From an optimization exercise on the open Yosys and OpenROAD flow, aimed at small area and a short achievable clock period; shortcuts taken in it are not production practice.
In this exercise RTL edits were held to simulation tests only and were not proved equivalent to the original.
No activity file was given, so power comes from the tool's default toggle rates.

== main ==
## reg_file_sb
module reg_file_sb
#(
    parameter int               XLEN    = rf_pkg::XLEN_DEF,
    parameter int               NREGS   = rf_pkg::NREGS_DEF,
    parameter int               NRD     = 2,
    parameter int               SP_IDX  = 2,
    parameter logic [XLEN-1:0]  SP_INIT = XLEN'('h200),
    parameter bit               BYPASS  = 1'b1,
    localparam int              AW      = $clog2(NREGS)
) (
    input  logic                clk,
    input  logic                rst_n,
    input  logic [NRD*AW-1:0]   rd_addr,
    output logic [NRD*XLEN-1:0] rd_data,
    output logic [NRD-1:0]      rd_busy,
    input  logic                wr_en,
    input  logic [AW-1:0]       wr_addr,
    input  logic [XLEN-1:0]     wr_data,
    input  logic                iss_en,
    input  logic [AW-1:0]       iss_rd,
    output logic                iss_stall,
    input  logic                flush,
    output logic [AW:0]         busy_cnt
);
Size in the first run: ~2500 cells after synthesis, roughly 44000 um2 of cells after synthesis.
==> flow/config.mk <==
export PLATFORM = sky130hd
export DESIGN_NAME = reg_file_sb
export DESIGN_NICKNAME = reg_file_sb
export VERILOG_FILES = /design/flow/design.v
export SDC_FILE = /design/flow/constraint.sdc
export NUM_CORES = 4
export LEC_CHECK = 0
export CAP_MARGIN = 20
export CORE_MARGIN = 2
export CORE_UTILIZATION = 40
export SLEW_MARGIN = 20
export SYNTH_HIERARCHICAL = 1
==> flow/constraint.sdc <==
create_clock -name core_clock -period 26.0 [get_ports {clk}]
set_input_delay 5.2000 -clock core_clock [delete_from_list [all_inputs] [get_ports {clk}]]
set_output_delay 5.2000 -clock core_clock [all_outputs]
set_load 0.01 [all_outputs]
standard.sh (not shown) runs the stock make flow with config.mk's settings and CLKGATE_MAP_FILE= SYNTH_SCRIPT=/design/flow/synth_recipe.tcl, a recipe that flattens the netlist after the stock synthesis.
==> flow/flow/run.sh <==
#!/bin/bash
# Standard layout (the standard.sh on the ORFS make targets) with:
#  - port buffers made from buf_4 cells instead of the default delay buffers;
#  - clock-tree synthesis with larger sink clusters and no dummy loads;
#  - timing repair aiming for extra setup slack on the port-to-port paths.
# ORFS writes each step's log under orfs/logs; make's output is standard.log.
set -euo pipefail
bash standard.sh \
  "BUFFER_PORTS_ARGS=-buffer_cell sky130_fd_sc_hd__buf_4" \
  "CTS_ARGS=-sink_clustering_enable -repair_clock_nets -dont_use_dummy_load -sink_clustering_size 24 -sink_clustering_max_diameter 100" \
  "SETUP_SLACK_MARGIN=13.0" \
  finish > standard.log 2>&1
For the feature branch, these inputs were changed with respect to main:
==> flow/flow/run.sh <==
#!/bin/bash
# Standard layout (the standard.sh on the ORFS make targets) with:
#  - port buffers made from buf_2 cells instead of the default delay buffers;
#  - clock-tree synthesis with larger sink clusters and no dummy loads;
#  - timing repair aiming for extra setup slack on the port-to-port paths.
# ORFS writes each step's log under orfs/logs; make's output is standard.log.
set -euo pipefail
bash standard.sh \
  "BUFFER_PORTS_ARGS=-buffer_cell sky130_fd_sc_hd__buf_2" \
  "CTS_ARGS=-sink_clustering_enable -repair_clock_nets -dont_use_dummy_load -sink_clustering_size 24 -sink_clustering_max_diameter 100" \
  "SETUP_SLACK_MARGIN=13.0" \
  finish > standard.log 2>&1
## What came out
The higher worst relative slew slack of main and the feature branch is in the feature branch.
Compared to main, the routing of the feature branch uses less wire.
Compare main and the feature branch | clock tree buffer count of the final layout lower: main
Diff the feature branch..main | tightest hold margin | negligible
There was hardly any difference in switching power share of the total between the feature branch and main.
Non-clock buffer count went up by more than 10% going from main to the feature branch.
Taking main as the reference, in the feature branch power did not really move; met2 track demand over resource went up; post-layout utilization of the core went up.
Final cell count delta for the feature branch relative to main: 43 higher
Every run (main and the feature branch) finished clean.
Summed area of non-filler cells in the final layout up about 0.5% in the feature branch wrt main

========
## run A
reg_file_sb, a different RTL version from the one above (not shown whole).
Size in the first run: roughly 2600 cells after synthesis, roughly 130 I/O pins, roughly 44000 µm² of cells after synthesis.
Settings: LEC_CHECK=0, CAP_MARGIN=20, CORE_MARGIN=2, CORE_UTILIZATION=40, CTS_BUF_LIST=sky130_fd_sc_hd__clkbuf_4 sky130_fd_sc_hd__clkbuf_8, SLEW_MARGIN=20, SYNTH_HIERARCHICAL=1; clock period 26.0 ns.
run.sh (not shown) runs the stock make flow with config.mk's settings and CLKGATE_MAP_FILE= SYNTH_SCRIPT=/design/flow/synth_recipe.tcl, a recipe that flattens the netlist after the stock synthesis.
Stock flow here: none of the scripts above is used.
Run A has completed all stages; timing, DRC and antenna checks passed.
> inputs changed (run A -> run B)
==> flow/flow/run.sh (new file) <==
#!/bin/bash
# Standard layout, with the port buffers made from buf_4 cells instead of the
# default delay-buffer cells. Each tool's output goes to its own log under
# orfs/logs (ORFS), and make's output to standard.log.
set -euo pipefail
bash standard.sh "BUFFER_PORTS_ARGS=-buffer_cell sky130_fd_sc_hd__buf_4" finish > standard.log 2>&1
==> flow/standard.sh (new file) <==
#!/bin/bash
# synth_recipe.tcl (not shown) runs the flow's synth.tcl, then flattens the netlist and writes it again
# the make line also repeats each setting of config.mk as NAME=value (left out here)
make -C /OpenROAD-flow-scripts/flow DESIGN_CONFIG=/design/flow/config.mk WORK_HOME=/design/flow/orfs CLKGATE_MAP_FILE= SYNTH_SCRIPT=/design/flow/synth_recipe.tcl "${@:-finish}"
diff --git a/flow/config.mk b/flow/config.mk
--- a/flow/config.mk
+++ b/flow/config.mk
@@ -10,3 +10,2 @@
 export CORE_UTILIZATION = 40
-export CTS_BUF_LIST = sky130_fd_sc_hd__clkbuf_4 sky130_fd_sc_hd__clkbuf_8
 export SLEW_MARGIN = 20
removed: flow/run.sh
Findings:
- Global placer's final weighted congestion in run B is 4.3% lower than in run A
- Total vias in the final route: run B and run A compared, lower one is run B
- From run A to run B the numbers moved as follows: final critical-path setup slack has increased, number of sequential storage elements has remained practically unchanged, utilization fell by 0.27 points.
- | portion of the clock cycle consumed by the worst path in the final layout | run B vs run A | 4.4 points lower |
- Share of the final layout cell area in multi-input gates: run B vs run A, no meaningful difference
- Switching part of the total in run B vs run A: down 1.5 points
- On hold buffer count at CTS, run B and run A are neck and neck.

========
Another version of the RTL of reg_file_sb (not shown whole).
For scale: roughly 2600 cells after synthesis, ~0.044 mm² of cells after synthesis.
==> flow/design.v (excerpt) <==
module reg_file_sb
#(
    parameter int               XLEN    = rf_pkg::XLEN_DEF,
    parameter int               NREGS   = rf_pkg::NREGS_DEF,
    parameter int               NRD     = 2,
    parameter int               SP_IDX  = 2,
    parameter logic [XLEN-1:0]  SP_INIT = XLEN'('h200),
    parameter bit               BYPASS  = 1'b1,
    localparam int              AW      = $clog2(NREGS)
) (
    input  logic                clk,
    input  logic                rst_n,
    input  logic [NRD*AW-1:0]   rd_addr,
    output logic [NRD*XLEN-1:0] rd_data,
    output logic [NRD-1:0]      rd_busy,
    input  logic                wr_en,
    input  logic [AW-1:0]       wr_addr,
    input  logic [XLEN-1:0]     wr_data,
    input  logic                iss_en,
    input  logic [AW-1:0]       iss_rd,
    output logic                iss_stall,
    input  logic                flush,
    output logic [AW:0]         busy_cnt
);
==> flow/config.mk <==
export PLATFORM = sky130hd
export DESIGN_NAME = reg_file_sb
export DESIGN_NICKNAME = reg_file_sb
export VERILOG_FILES = /design/flow/design.v
export SDC_FILE = /design/flow/constraint.sdc
export NUM_CORES = 4
export LEC_CHECK = 0
export CAP_MARGIN = 20
export CORE_MARGIN = 2
export CORE_UTILIZATION = 40
export SLEW_MARGIN = 20
export SYNTH_HIERARCHICAL = 1
==> flow/constraint.sdc <==
create_clock -name core_clock -period 26.0 [get_ports {clk}]
set_input_delay 5.2000 -clock core_clock [delete_from_list [all_inputs] [get_ports {clk}]]
set_output_delay 5.2000 -clock core_clock [all_outputs]
set_load 0.01 [all_outputs]
standard.sh (not shown) runs the stock make flow with config.mk's settings and CLKGATE_MAP_FILE= SYNTH_SCRIPT=/design/flow/synth_recipe.tcl, a recipe that flattens the netlist after the stock synthesis.
==> flow/flow/run.sh <==
#!/bin/bash
# Standard layout (the standard.sh on the ORFS make targets) with:
#  - port buffers made from buf_4 cells instead of the default delay buffers;
#  - clock-tree synthesis from clkbuf_8 cells, with no dummy loads;
#  - timing repair aiming for extra setup slack on the port-to-port paths.
# ORFS writes each step's log under orfs/logs; make's output is standard.log.
set -euo pipefail
bash standard.sh \
  "BUFFER_PORTS_ARGS=-buffer_cell sky130_fd_sc_hd__buf_4" \
  "CTS_ARGS=-sink_clustering_enable -repair_clock_nets -dont_use_dummy_load -buf_list sky130_fd_sc_hd__clkbuf_8 -sink_clustering_size 16 -sink_clustering_max_diameter 80" \
  "SETUP_SLACK_MARGIN=13.2" \
  finish > standard.log 2>&1
The baseline completed without violations.
Then changed:
--- a/flow/flow/run.sh
+++ b/flow/flow/run.sh
@@ -4 +4 @@
-#  - clock-tree synthesis from clkbuf_8 cells, with no dummy loads;
+#  - clock-tree synthesis with larger sink clusters and no dummy loads;
@@ -10 +10 @@
-  "CTS_ARGS=-sink_clustering_enable -repair_clock_nets -dont_use_dummy_load -buf_list sky130_fd_sc_hd__clkbuf_8 -sink_clustering_size 16 -sink_clustering_max_diameter 80" \
+  "CTS_ARGS=-sink_clustering_enable -repair_clock_nets -dont_use_dummy_load -sink_clustering_size 24 -sink_clustering_max_diameter 100" \
--- a/flow/config.mk
+++ b/flow/config.mk
@@ -10 +10 @@
-export CORE_UTILIZATION = 40
+export CORE_UTILIZATION = 50
=> The changed run finished clean; setup slack got worse by 0.026 ns; final area is about the same; total power came out higher by 1.8%; clock skew came out lower by 0.035 ns; routed wire length came out higher by 1.1%; clock power came out higher by 7.3%; hold slack got worse by 0.0052 ns; die area came out lower by 20%; core utilization came out higher by 11 points.
Then changed:
--- a/flow/config.mk
+++ b/flow/config.mk
@@ -10 +10 @@
-export CORE_UTILIZATION = 50
+export CORE_UTILIZATION = 40
Register-to-register slack improves by 0.26 ns.
Critical path depth goes up by 1.
Power goes up by 0.41%.

-- static timing again, ports no longer ideal --
In the flow no input, the clock included, has a driving cell. The finished layouts below were timed again as built, in two steps.
Step 1 assumes that a clkbuf_16 drives the clock port and a buf_2 every other input.
Step 2 times the ports against the registers' clock, not the clock port: input delays grow and output delays shrink by t, the midpoint of the rising clock arrivals with the driver on.
Slacks: ideal / step 1 / step 2; pairs: ideal / step 1.
run | t, ns | setup slack, ns | worst setup path after step 2 | worst slew at a driven data input, ns
main | 0.726 | 12.961 / 12.934 / 12.934 | input to output | 0.16
the feature branch | 0.730 | 12.832 / 12.808 / 12.808 | input to output | 0.17
run A | 0.916 | 11.003 / 10.976 / 10.976 | input to output | 0.07
run B | 0.758 | 12.150 / 12.124 / 12.124 | input to output | 0.20
the first run of note 3 | 0.783 | 13.073 / 13.039 / 13.039 | input to output | 0.18
the second run of note 3 | 0.695 | 13.046 / 13.009 / 13.009 | input to output | 0.16
the third run of note 3 | 0.711 | 13.106 / 13.072 / 13.072 | input to output | 0.19
After both steps setup and hold are still met in every run listed. The setup slack of the second run of note 3, which loses most, moves by -0.037 ns with the drivers and by -0.037 ns with both steps.
